Context: an optimization exercise on an open-source flow, tuned for small area. The choices shown serve that exercise and are no tape-out recipe.
Function was checked by simulation only, so behaviour that the tests miss may differ from the original.

===== flow/design.v =====
package mc_pkg;
  typedef enum logic [1:0] {
    ST_FETCH = 2'd0,
    ST_EXEC  = 2'd1,
    ST_MEM   = 2'd2,
    ST_WB    = 2'd3
  } mc_state_e;
  localparam logic [2:0] ALU_ADD   = 3'b000;
  localparam logic [2:0] ALU_SUB   = 3'b001;
  localparam logic [2:0] ALU_AND   = 3'b010;
  localparam logic [2:0] ALU_OR    = 3'b011;
  localparam logic [2:0] ALU_XOR   = 3'b100;
  localparam logic [2:0] ALU_SLT   = 3'b101;
  localparam logic [2:0] ALU_SHIFT = 3'b110;
  localparam logic [2:0] ALU_SLTU  = 3'b111;
  localparam logic [1:0] IMM_I = 2'b00;
  localparam logic [1:0] IMM_S = 2'b01;
  localparam logic [1:0] IMM_B = 2'b10;
  localparam logic [1:0] IMM_J = 2'b11;
  localparam logic [1:0] RES_ALU   = 2'b00;
  localparam logic [1:0] RES_MDR   = 2'b01;
  localparam logic [1:0] RES_PC4   = 2'b10;
  localparam logic [1:0] RES_UPPER = 2'b11;
  localparam logic [31:0] NOP = 32'h0000_0013;
endpackage
module mc_regfile #(
  parameter int unsigned XLEN = 32
) (
  input  logic            clk,
  input  logic            we,
  input  logic [4:0]      waddr,
  input  logic [XLEN-1:0] wdata,
  input  logic [4:0]      raddr1,
  input  logic [4:0]      raddr2,
  output logic [XLEN-1:0] rdata1,
  output logic [XLEN-1:0] rdata2
);
  logic [XLEN-1:0] regs [32];
  always_ff @(posedge clk) begin
    if (we && waddr != 5'd0) regs[waddr] <= wdata;
  end
  assign rdata1 = (raddr1 == 5'd0) ? '0 : regs[raddr1];
  assign rdata2 = (raddr2 == 5'd0) ? '0 : regs[raddr2];
endmodule
module mc_datapath #(
  parameter int unsigned     XLEN     = 32,
  parameter logic [XLEN-1:0] RESET_PC = '0
) (
  input  logic          clk,
  input  logic          reset,
  input  logic [1:0]    ResultSrc,
  input  logic          PCSrc,
  input  logic          ALUSrc,
  input  logic          RegWrite,
  input  logic [1:0]    ImmSrc,
  input  logic [2:0]    ALUControl,
  input  logic          Jalr,
  input  logic          MemRead,
  input  logic          MemWrite,
  output logic [31:0]   Instr,
  output logic          Zero,
  output logic          ALUR31,
  output logic          mem_req,
  output logic          mem_we,
  output logic [XLEN-1:0] mem_addr,
  output logic [XLEN-1:0] mem_wdata,
  input  logic [XLEN-1:0] mem_rdata,
  input  logic          mem_ready,
  output logic [1:0]    state
);
  localparam int SHW = $clog2(XLEN);
  mc_pkg::mc_state_e       cur_st, nxt_st;
  logic [XLEN-1:0] pc, alu_out, mdr;
  logic [XLEN-1:0] rs1_val, rs2_val, imm_ext, imm_upper, src_b, alu_res;
  logic [XLEN-1:0] pc_plus4, pc_next, result;
  mc_regfile #(.XLEN(XLEN)) u_regfile (
    .clk    (clk),
    .we     (cur_st == mc_pkg::ST_WB && RegWrite),
    .waddr  (Instr[11:7]),
    .wdata  (result),
    .raddr1 (Instr[19:15]),
    .raddr2 (Instr[24:20]),
    .rdata1 (rs1_val),
    .rdata2 (rs2_val)
  );
  assign state = cur_st;
  always_comb begin
    imm_ext = '0;
    case (ImmSrc)
      mc_pkg::IMM_I: imm_ext = XLEN'($signed(Instr[31:20]));
      mc_pkg::IMM_S: imm_ext = XLEN'($signed({Instr[31:25], Instr[11:7]}));
      mc_pkg::IMM_B: imm_ext = XLEN'($signed({Instr[31], Instr[7], Instr[30:25], Instr[11:8], 1'b0}));
      mc_pkg::IMM_J: imm_ext = XLEN'($signed({Instr[31], Instr[19:12], Instr[20], Instr[30:21], 1'b0}));
      default: imm_ext = '0;
    endcase
  end
  assign imm_upper = XLEN'($signed({Instr[31:12], 12'b0}));
  assign src_b     = ALUSrc ? imm_ext : rs2_val;
  always_comb begin
    alu_res = '0;
    case (ALUControl)
      mc_pkg::ALU_ADD:  alu_res = rs1_val + src_b;
      mc_pkg::ALU_SUB:  alu_res = rs1_val - src_b;
      mc_pkg::ALU_AND:  alu_res = rs1_val & src_b;
      mc_pkg::ALU_OR:   alu_res = rs1_val | src_b;
      mc_pkg::ALU_XOR:  alu_res = rs1_val ^ src_b;
      mc_pkg::ALU_SLT:  alu_res = {{(XLEN-1){1'b0}}, $signed(rs1_val) < $signed(src_b)};
      mc_pkg::ALU_SLTU: alu_res = {{(XLEN-1){1'b0}}, rs1_val < src_b};
      mc_pkg::ALU_SHIFT: begin
        if (Instr[14:12] == 3'b001)
          alu_res = rs1_val << src_b[SHW-1:0];
        else if (Instr[30])
          alu_res = $signed(rs1_val) >>> src_b[SHW-1:0];
        else
          alu_res = rs1_val >> src_b[SHW-1:0];
      end
      default: alu_res = '0;
    endcase
  end
  assign Zero   = (alu_res == '0);
  assign ALUR31 = alu_res[XLEN-1];
  assign pc_plus4 = pc + XLEN'(4);
  assign pc_next  = Jalr  ? {alu_out[XLEN-1:1], 1'b0} :
                    PCSrc ? pc + imm_ext : pc_plus4;
  always_comb begin
    result = alu_out;
    case (ResultSrc)
      mc_pkg::RES_ALU:   result = alu_out;
      mc_pkg::RES_MDR:   result = mdr;
      mc_pkg::RES_PC4:   result = pc_plus4;
      mc_pkg::RES_UPPER: result = Instr[5] ? imm_upper : pc + imm_upper;
      default:   result = alu_out;
    endcase
  end
  always_ff @(posedge clk or negedge reset) begin
    if (!reset) cur_st <= mc_pkg::ST_FETCH;
    else        cur_st <= nxt_st;
  end
  always_comb begin
    nxt_st        = cur_st;
    mem_req   = 1'b0;
    mem_we    = 1'b0;
    mem_addr  = pc;
    mem_wdata = rs2_val;
    case (cur_st)
      mc_pkg::ST_FETCH: begin
        mem_req = reset;
        if (mem_ready) nxt_st = mc_pkg::ST_EXEC;
      end
      mc_pkg::ST_EXEC: nxt_st = (MemRead || MemWrite) ? mc_pkg::ST_MEM : mc_pkg::ST_WB;
      mc_pkg::ST_MEM: begin
        mem_req  = reset;
        mem_we   = reset && MemWrite;
        mem_addr = alu_out;
        if (mem_ready) nxt_st = mc_pkg::ST_WB;
      end
      mc_pkg::ST_WB:   nxt_st = mc_pkg::ST_FETCH;
      default: nxt_st = mc_pkg::ST_FETCH;
    endcase
  end
  always_ff @(posedge clk or negedge reset) begin
    if (!reset) begin
      pc      <= RESET_PC;
      Instr   <= mc_pkg::NOP;
      alu_out <= '0;
      mdr     <= '0;
    end else begin
      case (cur_st)
        mc_pkg::ST_FETCH: if (mem_ready) Instr <= mem_rdata[31:0];
        mc_pkg::ST_EXEC:  alu_out <= alu_res;
        mc_pkg::ST_MEM:   if (mem_ready) mdr <= mem_rdata;
        mc_pkg::ST_WB:    pc <= pc_next;
        default:  ;
      endcase
    end
  end
endmodule

===== flow/run.sh =====
#!/bin/bash
# synth_recipe.tcl (not shown) runs the flow's synth.tcl, then flattens the netlist and writes it again
# the make line also repeats each setting of config.mk as NAME=value (left out here)
make -C /OpenROAD-flow-scripts/flow DESIGN_CONFIG=/design/flow/config.mk WORK_HOME=/design/flow/orfs CLKGATE_MAP_FILE= SYNTH_SCRIPT=/design/flow/synth_recipe.tcl finish

===== flow/config.mk =====
export PLATFORM = sky130hd
export DESIGN_NAME = mc_datapath
export DESIGN_NICKNAME = mc_datapath
export VERILOG_FILES = /design/flow/design.v
export SDC_FILE = /design/flow/constraint.sdc
export NUM_CORES = 4
export LEC_CHECK = 0
export CAP_MARGIN = 20
export CORE_MARGIN = 2
export CORE_UTILIZATION = 40
export SLEW_MARGIN = 20

===== flow/constraint.sdc =====
create_clock -name core_clock -period 12.0 [get_ports {clk}]
set_input_delay 2.4000 -clock core_clock [delete_from_list [all_inputs] [get_ports {clk}]]
set_output_delay 2.4000 -clock core_clock [all_outputs]
set_load 0.01 [all_outputs]

==> run summary <==
cells in the final DEF, fill, tap and decap left out, types with 30 or more instances in the layout:
| cell | instances |
|---|---|
| edfxtp_1 | 1024 |
| mux4_2 | 478 |
| nand2_1 | 282 |
| mux2i_1 | 279 |
| nor2_1 | 276 |
| a21oi_1 | 274 |
| o21ai_0 | 209 |
| buf_4 | 207 |
| inv_1 | 164 |
| ha_1 | 152 |
| clkdlybuf4s50_1 | 143 |
| clkbuf_16 | 132 |
| mux2_2 | 131 |
| nand3_1 | 127 |
| dfrtp_1 | 117 |
| a22oi_1 | 90 |
| o22ai_1 | 77 |
| nor3_1 | 70 |
| o211ai_1 | 64 |
| xnor2_1 | 48 |
| nor2b_1 | 39 |
| a211oi_1 | 39 |
| a31oi_1 | 39 |
| a21o_1 | 37 |
| clkinv_1 | 35 |
| nor2_4 | 34 |
| conb_1 | 32 |
| o221ai_1 | 30 |
flip-flops by register name, summed over array words and instances, names as in the netlist:
name / cells
u_regfile.regs: 1024
Instr: 32
alu_out: 32
mdr: 32
pc: 32
cur_st: 2
cell families after synthesis:
group | synth area share (%)
XOR/XNOR | 0.998
AND/OR/NAND/NOR | 7.03
buffers and inverters | 3.62
multiplexers | 22.6
other | 0.00562
adder cells (fa/ha/maj) | 3.01
AO/OA/AOI/OAI | 11.8
flip-flops | 51.0
synth_stat cells, drive strengths merged (127+ instances only):
cell type / n
o21ai: 231
inv: 170
mux2i: 279
edfxtp: 1024
ha: 154
nand3: 129
dfrtp: 127
mux2: 133
nand2: 284
mux4: 478
nor2: 316
a21oi: 276
clkbuf: 193
buf: 171
per-stage QoR:
stage	util [%]	instance area (um2)	hold WS, ns	std cells
5_1_grt	45.8	75700	0.510	7464
3_3_place_gp	43.2	71400	0.488	7226
2_1_floorplan	-	66800	0.474	5037
4_1_cts	45.8	75700	0.507	7462
6_report	45.8	75700	0.505	7470
3_5_place_dp	43.2	71400	0.494	7226
routing by layer:
metal / vias up / wire length, um
li1: 20301 / -
met1: 26008 / 108000
met2: 2989 / 127000
met3: 557 / 24500
met4: 8 / 16400
met5: - / 59
worst max-delay path: cells and delay by family, from the launching register on:
family / cells / cell delay (ns)
AND/OR/NAND/NOR: 6 / 1.28
multiplexers: 4 / 1.76
adder cells (fa/ha/maj): 1 / 0.39
buffers and inverters: 2 / 1.04
AO/OA/AOI/OAI: 8 / 2.73
flip-flops: 1 / 1.02
layout make-up:
type,instances,area (um2)
Clock inverter,83,840
Timing Repair Buffer,365,3200
Inverter,174,653
Antenna cell,7,17.5
Fill cell,14567,89700
Multi-Input combinational cell,3345,30800
Sequential cell,1154,34000
Clock buffer,153,3420
Tap cell,2189,2740
final timing paths:
kind                       slack [ns]  cells past startpoint          end
hold / removal                   0.50                      1     Instr[6]
min in group asynchronous        1.68                      1       mdr[6]
max in group asynchronous        9.04                      2    Instr[20]
setup reg to reg                 4.08                     22  alu_out[30]
setup / recovery                 0.38                     21         Zero
hold reg to reg                  0.50                      1     Instr[6]
==> results.tsv <==
stage	metric	value	unit
run_status	status	complete, no violations	
global_routing	via count of the first global-routing pass	48092	
detailed_routing	DRT antenna net count	0	
logic_synthesis	Synth area leaders	edfxtp_1 46%, mux4_2 16%, dfrtp_1 4.8%	
critical_path	Max FO, Critical Path	92	
floorplanning	Die ar.	0.170	mm2
sta	final period utilization	96.8	%
logic_synthesis	ys async rst share	11.3	%
clock_network	hold_buf cts	0	
global_routing	GR peak layer	met2	
layout	layout cells sized above 1	21.7	%
sta	Slew headroom	19.2	%
sta	Tmin final	11.62	ns
critical_path	Worst path slowest cell	dfrtp_4	
global_routing	total grt overflow	0	
clock_network	Root Buffer	clkbuf_16	
detailed_routing	vias per cell	6.68	
critical_path	WP data required	9.60	ns
critical_path	Setup crit end kind	output port	
clock_network	worst skew pair latency	0.80	ns
sta	Final WS setup	0.384	ns
global_routing	met2 Use GR	50.1	%
floorplanning	Die H	412	um
global_routing	grt met1 use	42.5	%
place	gpl congestion	1.07	
clock_network	Gates resized, CTS repair	0	
global_routing	first-pass GRT wire length	381	mm
logic_synthesis	dominant cell type by area after synthesis	edfxtp_1	
critical_path	WP data arrival	9.22	ns
place	Buffers on Ports	149	
flow_run	maxcap violations	0	
clock_network	clk slew on worst S/H paths	0.06	ns
critical_path	CP max stage delay	1.02	ns
clock_network	CTS tree	done	
clock_network	number of H-tree levels	4	
logic_synthesis	EDFF count, synth	1024	
sta	Final Skew	0.0314	ns
sta	Pins Over Slew Limit	0	
sta	final hold violations	0	
layout	fin nets	5376	
detailed_routing	routed length per instance	37.0	um
critical_path	Startpoint Class	flop	
global_routing	initial antenna violation count	12	
clock_network	Post-CTS Setup Bufs	0	
min_path	Hold Path Class	reg -> reg	
global_routing	All-Layer GR Usage	32.0	%
sta	RSZ-0062 raised after global routing	no	
clock_network	CTS buffer count	130	
global_routing	GR Util met3	6.01	%
logic_synthesis	flop and latch count out of synthesis	1154	
detailed_routing	initial DRC count	6721	
logic_synthesis	Post-Syn Instances	5006	
critical_path	CP Cell Sequence	buf_12, mux4_2, mux4_2, mux2i_1, nor2_1, mux2i_1, ha_1, nand2_1, o41ai_1, o22ai_1, o311ai_0, a31oi_1, o21ai_0, nor4_1, o311a_1, a2111oi_4, a221oi_2, nor4_1, nand4_1, nor2_1, clkdlybuf4s50_1	
detailed_routing	final routed DRC violation total	0	
sta	setup TNS	0	ns
detailed_routing	drt first pass iters	7	
floorplanning	area of the core	0.165	mm2
logic_synthesis	Yosys cell types	108	
critical_path	CP startpoint	Instr[21]	
place	pre-CTS setup slack	0.513	ns
floorplanning	Site Rows	149	
min_path	hold path start	Instr[6]	
global_routing	largest net degree at the start of global routing	101	
logic_synthesis	mapped cell area	0.0667	mm2
logic_synthesis	Avg Cell Area, Syn	13.3	um2
floorplanning	Die W	412	um
clock_network	clock sink total	1154	
critical_path	CP Class	reg -> out	
floorplanning	Starting Density	40.3	%
layout	Area Overhead vs Synth	13.5	%
logic_synthesis	Seq/Total Area, Yosys	51.0	%
critical_path	Reg2Reg Launch Point	Instr[20]	
floorplanning	Top Ports	150	
logic_synthesis	ys flop type	edfxtp_1	
detailed_routing	routed wire length	276	mm
clock_network	CTS Buffer Depth	3	
place	Detail Placement HPWL	185	mm
sta	slew of the pin with the lowest slew margin	1.21	ns
detailed_routing	vias	49863	
sta	f_max	86.1	MHz
logic_synthesis	YS warnings	2	
logic_synthesis	Yosys top cell area share	46.1	%
sta	endpoints failing setup	0	

re-timing with driven ports:
No port has a modelled driver above. Below, the same layout with a new extraction and two added sets of constraints. Step 1: set_driving_cell puts a clkbuf_16 on clk and a buf_2 on each other input, an assumption about the parent block. Step 2 also shifts input and output timing later by t, the mid clock arrival at the registers, as if the neighbouring blocks saw the same clock. Three values: no drivers, after step 1, after step 2; two values: the first two.
t, ns: 0.863
setup slack, ns: 0.384 / 0.300 / 0.300
worst hold slack (ns): 0.505 / 0.505 / 0.505
slew at the worst register clock pin (ns): 0.07 / 0.07
After both steps setup and hold are still met in this run. The setup slack of this run moves by -0.084 ns with the drivers and by -0.084 ns with both steps.
